From an optimization exercise on the open Yosys and OpenROAD flow, aimed at small area, a short achievable clock period and few clock cycles; shortcuts taken in it are not production practice.
RTL that was checked went through simulation tests only; none was proved equivalent to the original.
No activity file was given, so power comes from the tool's default toggle rates.

## grid_cell_shape_membership_core
module grid_cell_shape_membership_core
(
  input  logic                 clk,
  input  logic                 rst,
  input  logic                 cfg_valid,
  output logic                 cfg_ready,
  input  logic [gcsm_pkg::CFG_IDX_W-1:0] cfg_index,
  input  logic [gcsm_pkg::VALUE_W-1:0]   cfg_data,
  input  logic                 in_valid,
  output logic                 in_ready,
  input  logic [gcsm_pkg::COORD_W-1:0]   cell_x,
  input  logic [gcsm_pkg::COORD_W-1:0]   cell_y,
  output logic                 out_valid,
  input  logic                 out_ready,
  output logic [gcsm_pkg::COORD_W-1:0]   out_x,
  output logic [gcsm_pkg::COORD_W-1:0]   out_y,
  output logic [gcsm_pkg::MARK_W-1:0]    mark,
  output logic signed [gcsm_pkg::VALUE_W-1:0] write_value,
  output logic                 shape_fits
);
For scale: ~1700 cells after synthesis, about 260 flip-flops, roughly 100 I/O pins.
Settings: LEC_CHECK=0, CAP_MARGIN=0, CORE_MARGIN=2, CORE_UTILIZATION=40, SETUP_SLACK_MARGIN=3.7, SLEW_MARGIN=0, TNS_END_PERCENT=5; clock period 7.0 ns.
run.sh (not shown) runs the stock make flow with config.mk's settings and CLKGATE_MAP_FILE= SYNTH_SCRIPT=/design/flow/synth_recipe.tcl, a recipe that flattens the netlist after the stock synthesis.
The starting point went through all stages and came out clean.
Testbench counts at the start, summed over its fixed seeds: cycles 14,784.
Next try:
Settings changed: CAP_MARGIN 0 to 20, CORE_UTILIZATION 40 to 60, SLEW_MARGIN 0 to 20, TNS_END_PERCENT 5 to unset.
After rerunning: Setup slack improved by 0.062 ns. Clock-buffer cell count went down by 6. Hold slack is about the same. Cell count falls by 6.8%. Clock skew came out lower by 0.0085 ns.
Next try:
Settings changed: CORE_UTILIZATION 60 to 40, CTS_BUF_LIST set to sky130_fd_sc_hd__clkbuf_4 sky130_fd_sc_hd__clkbuf_8, CTS_CLUSTER_SIZE set to 30.
Effect:
- The new run passed the timing, DRC and antenna checks
- maximum frequency increases slightly
- global-route usage drops by 8.0 points
- via count increases slightly
Next try:
Settings changed: CTS_BUF_LIST sky130_fd_sc_hd__clkbuf_4 sky130_fd_sc_hd__clkbuf_8 to unset, CTS_CLUSTER_SIZE 30 to unset.
Effect: The changed run completed without violations. Setup slack improved by 0.070 ns. Fmax increases by about 2%. Total power shrinks by about 0.9%. Wire length stays flat. Non-clock buffer count grows by 11. Clock skew came out lower by 0.0038 ns. Via count barely changes. Sequential share of layout area went down by 0.14 points. Utilization grows by 0.27 points. Hold slack hardly moves. Flip-flop and latch count stays the same.
Next try:
Settings changed: CTS_BUF_LIST set to sky130_fd_sc_hd__clkbuf_16, CTS_CLUSTER_DIAMETER set to 150, CTS_CLUSTER_SIZE set to 30.
Critical path depth grows by 8.
Die area is unchanged.
Clock skew went down by 0.0084 ns.
Clock-buffer cell count drops by 26.
Register-to-register slack degrades by 0.21 ns.
Cell count decreases by 1.4%.
Maximum frequency went down by 5.9%.

---

Another version of the RTL of grid_cell_shape_membership_core (not shown whole).
Size: ~1500 cells after synthesis, roughly 200 flip-flops, ~100 I/O pins, ~0.016 mm² of cells after synthesis.
==> flow/config.mk <==
export PLATFORM = sky130hd
export DESIGN_NAME = grid_cell_shape_membership_core
export DESIGN_NICKNAME = grid_cell_shape_membership_core
export VERILOG_FILES = /design/flow/design.v
export SDC_FILE = /design/flow/constraint.sdc
export NUM_CORES = 4
export LEC_CHECK = 0
export ABC_CLOCK_PERIOD_IN_PS = 4000
export CAP_MARGIN = 20
export CORE_MARGIN = 2
export CORE_UTILIZATION = 40
export SETUP_SLACK_MARGIN = 2.5
export SLEW_MARGIN = 20
==> flow/constraint.sdc <==
create_clock -name core_clock -period 7.0 [get_ports {clk}]
set_input_delay 1.4000 -clock core_clock [delete_from_list [all_inputs] [get_ports {clk}]]
set_output_delay 1.4000 -clock core_clock [all_outputs]
set_load 0.01 [all_outputs]
The starting point finished with timing, DRC and antenna clean.
Testbench counts at the start, summed over its fixed seeds: cycles 14,672.
Rerun with:
--- a/flow/config.mk
+++ b/flow/config.mk
@@ -8 +7,0 @@
-export ABC_CLOCK_PERIOD_IN_PS = 4000
Outcome:
- global-route usage is unchanged
- die area does not change
- cell count does not change
- register-to-register slack barely changes

---

Another version of the RTL of grid_cell_shape_membership_core (not shown whole).
Size: ~1700 cells after synthesis, roughly 280 flip-flops, roughly 100 I/O pins, about 18000 sq um of cells after synthesis.
clock: 7.0 ns
lec_check: 0
cap_margin: 20
core_margin: 2
core_utilization: 40
cts_buf_list: sky130_fd_sc_hd__clkbuf_8
place_density: 0.6
setup_slack_margin: 3.9
slew_margin: 20
The first run completed without violations.
Testbench counts at the start, summed over its fixed seeds: cycles 14,784.
Then changed:
--- a/flow/config.mk
+++ b/flow/config.mk
@@ -10,4 +10,3 @@
 export CORE_UTILIZATION = 40
-export CTS_BUF_LIST = sky130_fd_sc_hd__clkbuf_8
-export PLACE_DENSITY = 0.6
+export CTS_BUF_LIST = sky130_fd_sc_hd__clkbuf_4
 export SETUP_SLACK_MARGIN = 3.9
Result:
- cell area came out higher by 0.70%
- clock-buffer cell count grows by 67
- synthesized area does not change
- utilization increases by 0.34 points
- maximum frequency is lower by 5.6%
- non-clock buffer count decreases by 10
- worst setup slack got worse by 0.19 ns
- synthesized cell count does not change
- wire length increases by 1.2%
Then changed:
--- a/flow/config.mk
+++ b/flow/config.mk
@@ -9,5 +9,5 @@
 export CORE_MARGIN = 2
-export CORE_UTILIZATION = 40
-export CTS_BUF_LIST = sky130_fd_sc_hd__clkbuf_4
-export SETUP_SLACK_MARGIN = 3.9
+export CORE_UTILIZATION = 50
+export CTS_BUF_LIST = sky130_fd_sc_hd__clkbuf_8
+export SETUP_SLACK_MARGIN = 4.1
 export SLEW_MARGIN = 20
The new run ran to the end with no violations. Cell area is higher by 2.9%. Area after synthesis is unchanged. Clock skew is lower by 0.023 ns. Via count hardly moves. Total power is higher by 5.0%. Wire length is higher by 4.5%. Worst setup slack gains 0.17 ns.
Then changed:
--- a/flow/config.mk
+++ b/flow/config.mk
@@ -9,5 +9,4 @@
 export CORE_MARGIN = 2
-export CORE_UTILIZATION = 50
-export CTS_BUF_LIST = sky130_fd_sc_hd__clkbuf_8
-export SETUP_SLACK_MARGIN = 4.1
+export CORE_UTILIZATION = 40
+export SETUP_SLACK_MARGIN = 3.9
 export SLEW_MARGIN = 20
Outcome: The changed run ran to the end with no violations. Clock-buffer cell count falls by 17. Power grows by 0.30%. Flip-flop and latch count stays the same. Combinational power went down by about 6%.
Then changed:
--- a/flow/config.mk
+++ b/flow/config.mk
@@ -9,4 +9,6 @@
 export CORE_MARGIN = 2
-export CORE_UTILIZATION = 40
+export CORE_UTILIZATION = 50
+export CTS_BUF_LIST = sky130_fd_sc_hd__clkbuf_8
 export SETUP_SLACK_MARGIN = 3.9
 export SLEW_MARGIN = 20
+export TNS_END_PERCENT = 20
Routed wire length goes down by 1.4%.
Clock-buffer cell count goes up by 15.
Synthesized area does not change.
Flip-flop and latch count is unchanged.
Sequential power stays flat.
Then changed:
--- a/flow/config.mk
+++ b/flow/config.mk
@@ -9,3 +9,3 @@
 export CORE_MARGIN = 2
-export CORE_UTILIZATION = 50
+export CORE_UTILIZATION = 40
 export CTS_BUF_LIST = sky130_fd_sc_hd__clkbuf_8
@@ -13,2 +13 @@
 export SLEW_MARGIN = 20
-export TNS_END_PERCENT = 20
Global-route usage fell by 4.2 points.
Via count goes up by 1.2%.
Area after synthesis is unchanged.
Clock-buffer cell count does not change.
Cell count went up by 5.8%.
Maximum frequency goes up by 3.6%.
Power is lower by 0.56%.
Sequential cell count stays the same.

---

## tundra
Another version of the RTL of grid_cell_shape_membership_core (not shown whole).
For scale: ~280 flip-flops, ~100 I/O pins, about 18,000 µm² of cells after synthesis.
Settings: LEC_CHECK=0, CAP_MARGIN=20, CORE_MARGIN=2, CORE_UTILIZATION=40, SETUP_SLACK_MARGIN=4.0, SLEW_MARGIN=20; clock period 7.0 ns.
Here is what was changed in the inputs of indigo compared with tundra.
Settings: changing SETUP_SLACK_MARGIN from 4.0 to 3.8.
Notes after the runs:
indigo | stages: all done | timing, DRC, antenna: all pass
Portion of the clock cycle consumed by the worst path in the final layout was higher in indigo than in tundra.
Minimum hold slack: indigo vs tundra, no meaningful difference
Going from tundra to indigo, via count shrinks by about 2.3%.
indigo against tundra: routed wire length lower, routed metal-1 wirelength decreased 1.8%, maximum frequency from static timing analysis now sits lower, instance area at placement down 90 µm².
Sort tundra and indigo by share of the final layout cell area in sequential cells desc -> top: indigo
Between tundra and indigo, global-route usage decreased.
Function was not checked in any run of this note: the RTL went through the layout flow alone.

---

grid_cell_shape_membership_core, a different RTL version from the one above (not shown whole).
Size in the first run: ~100 I/O pins, roughly 0.018 mm2 of cells after synthesis.
Settings: LEC_CHECK=0, CAP_MARGIN=0, CORE_MARGIN=2, CORE_UTILIZATION=40, SETUP_SLACK_MARGIN=3.7, SLEW_MARGIN=0, TNS_END_PERCENT=5; clock period 7.0 ns.
The starting point completed with no timing, DRC or antenna violations.
Rerun with:
--- a/flow/config.mk
+++ b/flow/config.mk
@@ -7,3 +7,3 @@
 export LEC_CHECK = 0
-export CAP_MARGIN = 0
+export CAP_MARGIN = 20
 export CORE_MARGIN = 2
@@ -11,3 +11,2 @@
 export SETUP_SLACK_MARGIN = 3.7
-export SLEW_MARGIN = 0
-export TNS_END_PERCENT = 5
+export SLEW_MARGIN = 20
Outcome: The changed run ran to the end with no violations. Setup slack gets better by 24 ps. Global-route usage increases by 0.40 points. Synthesized area does not change. Sequential power stays flat.
No run of this note included a check of the RTL's function; only the layout flow was run.

## what the ideal ports hide
No port has a modelled driver above. Below, the same layouts with a new extraction and two added sets of constraints. Step 1 (the two cells are an assumption about what drives the block):
set clk [get_ports {clk}]
set_driving_cell -lib_cell sky130_fd_sc_hd__clkbuf_16 $clk
set_driving_cell -lib_cell sky130_fd_sc_hd__buf_2 [delete_from_list [all_inputs] $clk]
Step 2 adds t to the input delays and takes it off the output delays; t is the mean of the earliest and latest rising clock arrival at the registers after step 1. Input paths then give back, and output paths get back, about the clock's delay inside the block. Three values: ideal, step 1, step 2; two values: the first two.
| run | t (ns) | setup WS [ns] | latest minus earliest clock arrival (ns) | cell pins on the clock port's net |
|---|---|---|---|---|
| the first run of note 1 | 0.615 | 3.447 / 3.447 / 3.017 | 0.019 / 0.019 | 1 |
| the second run of note 1 | 0.603 | 3.509 / 3.509 / 3.281 | 0.011 / 0.011 | 1 |
| the third run of note 1 | 0.679 | 3.552 / 3.552 / 3.183 | 0.042 / 0.041 | 1 |
| the fourth run of note 1 | 0.631 | 3.622 / 3.610 / 3.203 | 0.031 / 0.031 | 1 |
| the fifth run of note 1 | 0.565 | 3.408 / 3.408 / 3.275 | 0.031 / 0.030 | 1 |
| the first run of note 2 | 0.514 | 2.074 / 2.074 / 2.074 | 0.022 / 0.023 | 1 |
| the second run of note 2 | 0.514 | 2.074 / 2.074 / 2.074 | 0.022 / 0.023 | 1 |
| the first run of note 3 | 0.649 | 3.908 / 3.885 / 3.349 | 0.037 / 0.037 | 1 |
| the second run of note 3 | 0.843 | 3.723 / 3.674 / 3.199 | 0.064 / 0.064 | 1 |
| the third run of note 3 | 0.690 | 3.890 / 3.847 / 3.515 | 0.042 / 0.043 | 1 |
| the fourth run of note 3 | 0.599 | 3.913 / 3.913 / 3.468 | 0.035 / 0.035 | 1 |
| the fifth run of note 3 | 0.671 | 3.796 / 3.753 / 3.300 | 0.035 / 0.036 | 1 |
| the sixth run of note 3 | 0.649 | 3.908 / 3.885 / 3.349 | 0.037 / 0.037 | 1 |
| tundra | 0.631 | 3.799 / 3.744 / 3.490 | 0.012 / 0.012 | 1 |
| indigo | 0.635 | 3.767 / 3.715 / 3.263 | 0.018 / 0.018 | 1 |
| the first run of note 5 | 0.625 | 3.267 / 3.242 / 2.827 | 0.031 / 0.031 | 1 |
| the second run of note 5 | 0.635 | 3.291 / 3.291 / 3.179 | 0.017 / 0.017 | 1 |
After both steps setup and hold are still met in every run listed.
